Background: an optimization exercise with open tools, aiming at small area, a short achievable clock period and few clock cycles. Do not read the settings as production practice.
Function was checked by simulation only, so behaviour that the tests miss may differ from the original.
Power figures rest on the tool's default switching activity, not on a simulated workload.

## qm_top
module qm_top (
    input  logic        clk,
    input  logic        rst_n,
    input  logic        psel,
    input  logic        penable,
    input  logic        pwrite,
    input  logic [11:0] paddr,
    input  logic [31:0] pwdata,
    output logic [31:0] prdata,
    output logic        pready,
    output logic        pslverr
);
    function automatic logic [31:0] lowest(input logic [31:0] x);
        logic [31:0] p;
        p = x;
        for (int s = 0; s < 5; s++) begin
            for (int i = 0; i < 32; i++) begin
                if ((i >> s) & 1) p[i] = p[i] | p[((i >> s) << s) - 1];
            end
        end
        lowest = x & ~{p[30:0], 1'b0};
    endfunction
    function automatic logic [4:0] enc(input logic [31:0] oh);
        enc = '0;
        for (int i = 0; i < 32; i++) begin
            if (oh[i]) enc = enc | 5'(i);
        end
    endfunction
    logic setup, access;
    logic a_onset, a_ctrl, a_status, a_result, mapped;
    logic [4:0] k;
    assign setup    = psel & ~penable;
    assign access   = psel & penable;
    assign a_onset  = (paddr == 12'h000);
    assign a_ctrl   = (paddr == 12'h004);
    assign a_status = (paddr == 12'h008);
    assign a_result = (paddr[11:7] == 5'b00010) && (paddr[1:0] == 2'b00);
    assign mapped   = a_onset | a_ctrl | a_status | a_result;
    assign k        = paddr[6:2];
    logic [31:0] onset, spec, run_onset;
    logic        busy, busy_q, pend, done;
    logic        chg;
    logic [1:0]  stab;
    logic        prep_ok;
    assign spec = (psel && pwrite && a_onset) ? pwdata : onset;
    assign chg  = ~busy & ((setup & pwrite & a_onset) | busy_q);
    always_ff @(posedge clk) begin
        if (!rst_n) begin
            onset <= '0;
        end else if (access && pwrite && a_onset) begin
            onset <= pwdata;
        end
        if (!busy) begin
            run_onset <= spec;
        end
    end
    logic [31:0] row_nz_c;            
    logic [31:0] rowbits;             
    logic [4:0]  mcur;                
    logic [31:0] rr;                  
    logic [31:0] src_oh, row_c;
    logic [31:0] v_oh, rest;
    logic [4:0]  v;
    logic        ess;
    logic        prepping, go_q;
  ...
For scale: ~3700 cells after synthesis, about 530 flip-flops, roughly 26000 µm² of cells after synthesis.
==> module qm_top, before the edit <==
module qm_top (
    input  logic        clk,
    input  logic        rst_n,
    input  logic        psel,
    input  logic        penable,
    input  logic        pwrite,
    input  logic [11:0] paddr,
    input  logic [31:0] pwdata,
    output logic [31:0] prdata,
    output logic        pready,
    output logic        pslverr
);
    function automatic logic [31:0] lowest(input logic [31:0] x);
        logic [31:0] p;
        p = x;
        for (int s = 0; s < 5; s++) begin
            for (int i = 0; i < 32; i++) begin
                if ((i >> s) & 1) p[i] = p[i] | p[((i >> s) << s) - 1];
            end
        end
        lowest = x & ~{p[30:0], 1'b0};
    endfunction
    function automatic logic [4:0] enc(input logic [31:0] oh);
        enc = '0;
        for (int i = 0; i < 32; i++) begin
            if (oh[i]) enc = enc | 5'(i);
        end
    endfunction
    logic setup, access;
    logic a_onset, a_ctrl, a_status, a_result, mapped;
    logic [4:0] k;
    assign setup    = psel & ~penable;
    assign access   = psel & penable;
    assign a_onset  = (paddr == 12'h000);
    assign a_ctrl   = (paddr == 12'h004);
    assign a_status = (paddr == 12'h008);
    assign a_result = (paddr[11:7] == 5'b00010) && (paddr[1:0] == 2'b00);
    assign mapped   = a_onset | a_ctrl | a_status | a_result;
    assign k        = paddr[6:2];
    logic [31:0] onset, spec, run_onset;
    logic        busy, busy_q, pend, done;
    logic        chg;
    logic [1:0]  stab;
    logic        prep_ok;
    assign spec = (psel && pwrite && a_onset) ? pwdata : onset;
    assign chg  = ~busy & ((setup & pwrite & a_onset) | busy_q);
    always_ff @(posedge clk) begin
        if (!rst_n) begin
            onset <= '0;
        end else if (access && pwrite && a_onset) begin
            onset <= pwdata;
        end
        if (!busy) begin
            run_onset <= spec;
        end
    end
    logic [31:0] row_nz_c;            
    logic [31:0] rowbits;             
    logic [4:0]  mcur;                
    logic [31:0] rr;                  
    logic [31:0] src_oh, row_c;
    logic [31:0] v_oh, rest;
    logic [4:0]  v;
    logic        ess;
    logic        prepping, go_q;
    logic        start_now, step, first, ins, last, any;
    logic [5:0]  prime_cnt, ess_cnt, pc_inc, ec_inc;
    logic [3:0]  age_lo;              
    logic [7:0]  age_hi;              
    qm_merge_engine i_engine (
        .f      (run_onset),
        .row_nz (row_nz_c),
        .row_oh (src_oh),
        .row    (row_c),
        .cmask  (mcur),
        .cval_oh(v_oh),
        .ess    (ess)
    );
    assign prepping = (~busy | pend) & ~prep_ok;
    assign src_oh = lowest(rr);
    assign v_oh = lowest(rowbits);
    assign v    = enc(v_oh);
    assign rest = rowbits & ~v_oh;
    assign any  = |rowbits;
    assign last = (rest == '0) && (rr == '0);
    always_ff @(posedge clk) begin
        go_q <= rst_n & setup & pwrite & a_ctrl & pwdata[0];
    end
    assign start_now = go_q & ~busy;
    assign step      = (start_now & prep_ok) | (busy & ~pend) | (pend & prep_ok);
    assign first     = step & ~(busy & ~pend);
    assign ins       = step & any;
    assign pc_inc = prime_cnt + 6'd1;
    assign ec_inc = ess_cnt + 6'd1;
    always_ff @(posedge clk) begin
        if (step) begin
            if (rest == '0) begin
                rowbits <= row_c;
                mcur    <= enc(src_oh);
                rr      <= rr & ~src_oh;
            end else begin
                rowbits <= rest;
            end
        end else if (prepping) begin
            if (stab == 2'd0) begin
                rr      <= row_nz_c;
            end else begin
                rowbits <= row_c;
                mcur    <= enc(src_oh);
                rr      <= rr & ~src_oh;
            end
        end
        if (first & ins) begin
            age_lo <= 4'b0001;
            age_hi <= 8'b0000_0001;
        end else begin
            age_lo <= {age_lo[2:0], age_lo[3]};
            if (age_lo[3]) age_hi <= {age_hi[6:0], age_hi[7]};
        end
    end
    always_ff @(posedge clk) begin
        if (!rst_n) begin
            busy      <= 1'b0;
            busy_q    <= 1'b0;
            pend      <= 1'b0;
            done      <= 1'b0;
            stab      <= 2'd0;
            prime_cnt <= '0;
            ess_cnt   <= '0;
        end else begin
            busy_q <= busy;
            if ((!busy || pend) && !chg && !step) begin
                stab <= (stab == 2'd2) ? 2'd2 : stab + 2'd1;
            end else begin
                stab <= 2'd0;
            end
            if (start_now) begin
                busy <= 1'b1;
                done <= 1'b0;
                pend <= ~prep_ok;
            end
            if (step) begin
                prime_cnt <= first ? {5'd0, ins} : pc_inc;
                if (first)           ess_cnt <= {5'd0, ins & ess};
                else if (ins && ess) ess_cnt <= ec_inc;
                pend      <= 1'b0;
                if (!any || last) begin
                    busy <= 1'b0;
                    done <= 1'b1;
                end else begin
                    busy <= 1'b1;
                    done <= 1'b0;
                end
            end
        end
    end
    assign prep_ok = (stab == 2'd2);
    logic [10:0] ring [32];
    always_ff @(posedge clk) begin
        ring[0] <= ins ? {ess, mcur, v} : ring[31];
        for (int j = 1; j < 32; j++) begin
            ring[j] <= ring[j-1];
        end
    end
    logic        rd_onset, rd_status, err_q;
    logic [10:0] rd_q;
    logic [10:0] rword;
    logic [3:0]  k_lo_oh, lo_oh;
    logic [7:0]  k_hi_oh, hi0_oh, hi_oh;
    logic        lo_borrow;
    logic [10:0] grp [8];
    always_comb begin
        for (int i = 0; i < 4; i++) k_lo_oh[i] = (k[1:0] == 2'(i));
        for (int i = 0; i < 8; i++) k_hi_oh[i] = (k[4:2] == 3'(i));
        lo_borrow = 1'b0;
        for (int a = 0; a < 4; a++) lo_borrow = lo_borrow | (age_lo[a] & (k[1:0] > 2'(a)));
        for (int l = 0; l < 4; l++) begin
            lo_oh[l] = 1'b0;
            for (int a = 0; a < 4; a++) lo_oh[l] = lo_oh[l] | (age_lo[a] & k_lo_oh[(a - l + 4) % 4]);
        end
        for (int h = 0; h < 8; h++) begin
            hi0_oh[h] = 1'b0;
            for (int a = 0; a < 8; a++) hi0_oh[h] = hi0_oh[h] | (age_hi[a] & k_hi_oh[(a - h + 8) % 8]);
        end
        for (int h = 0; h < 8; h++) hi_oh[h] = lo_borrow ? hi0_oh[(h + 1) % 8] : hi0_oh[h];
        for (int h = 0; h < 8; h++) begin
            grp[h] = '0;
            for (int l = 0; l < 4; l++) grp[h] = grp[h] | (lo_oh[l] ? ring[4*h + l] : 11'd0);
        end
        rword = '0;
        for (int h = 0; h < 8; h++) rword = rword | (hi_oh[h] ? grp[h] : 11'd0);
    end
    always_ff @(posedge clk) begin
        rd_q      <= (~pwrite & a_result & ({1'b0, k} < prime_cnt)) ? rword : 11'd0;
        rd_onset  <= ~pwrite & a_onset;
        rd_status <= ~pwrite & a_status;
        err_q     <= ~mapped | (pwrite & (a_status | a_result));
    end
    always_comb begin
        prdata = {15'd0, rd_q[10], 3'd0, rd_q[9:5], 3'd0, rd_q[4:0]};
        if (rd_onset)  prdata = prdata | onset;
        if (rd_status) prdata = prdata | {10'd0, ess_cnt, 2'd0, prime_cnt, 6'd0, done, busy};
    end
    assign pready  = 1'b1;
    assign pslverr = err_q;
endmodule
clock: 12.0 ns
lec_check: 0
abc_area: 1
cap_margin: 30
core_margin: 2
core_utilization: 40
slew_margin: 20
standard.sh (not shown) runs the stock make flow with config.mk's settings and CLKGATE_MAP_FILE= SYNTH_SCRIPT=/design/flow/synth_recipe.tcl, a recipe that flattens the netlist after the stock synthesis.
==> flow/flow/run.sh <==
#!/bin/bash
# Standard ORFS flow, with timing repair aiming past the clock target and
# plain buffers on the ports.
set -euo pipefail
bash standard.sh SETUP_SLACK_MARGIN=8 'BUFFER_PORTS_ARGS=-buffer_cell sky130_fd_sc_hd__buf_2' finish > standard.log 2>&1
Testbench counts at the start, summed over its fixed seeds: cycles 7,828.
Edit:
--- a/flow/design.v
+++ b/flow/design.v
@@ -771,7 +771,7 @@
             ess_cnt   <= '0;
         end else begin
             busy_q <= busy;
-            if ((!busy || pend) && !chg && !step) begin
+            if ((!busy || pend) && !chg) begin
                 stab <= (stab == 2'd2) ? 2'd2 : stab + 2'd1;
             end else begin
                 stab <= 2'd0;
The changed run completed without violations.
Sequential share of layout area went down by 0.97 points.
Non-clock buffer count went up by 56.
Global-route usage went up by 1.5 points.
Design area went up by 2.6%.
Power went down by 4.1%.
Die area went down by 0.43%.
First-iteration DRC count went down by 10%.
Worst setup slack degrades by 0.026 ns.
Register-to-register slack improves by 0.07 ns.
Testbench counts after the change, summed over its fixed seeds: cycles 7,828.

## separate check: timing with driven ports
The results above use ideal ports. As a check the final layouts listed here were re-extracted and re-timed, cells and wires unchanged. Step 1 sets driving cells, clkbuf_16 on the clock port and buf_2 on the other inputs (assumed; they add their load-dependent delay and slew). Step 2, shift: input delay + t, output delay - t, t = (earliest + latest rising clock arrival at the registers) / 2. This alone moves slack from input paths to output paths. a / b / c = no drivers / after step 1 / after step 2; a / b = the first two.
run	shift t [ns]	slack for setup (ns)	worst setup path at the end	worst register clock-pin slew, ns
the first run	0.692	8.024 / 7.961 / 7.431	input to register	0.07 / 0.07
the second run	0.682	7.998 / 7.934 / 7.449	input to register	0.08 / 0.08
After both steps setup and hold are still met in every run listed. For the first run, which loses most, drivers alone change the setup slack by -0.063 ns; drivers and shift together by -0.593 ns.
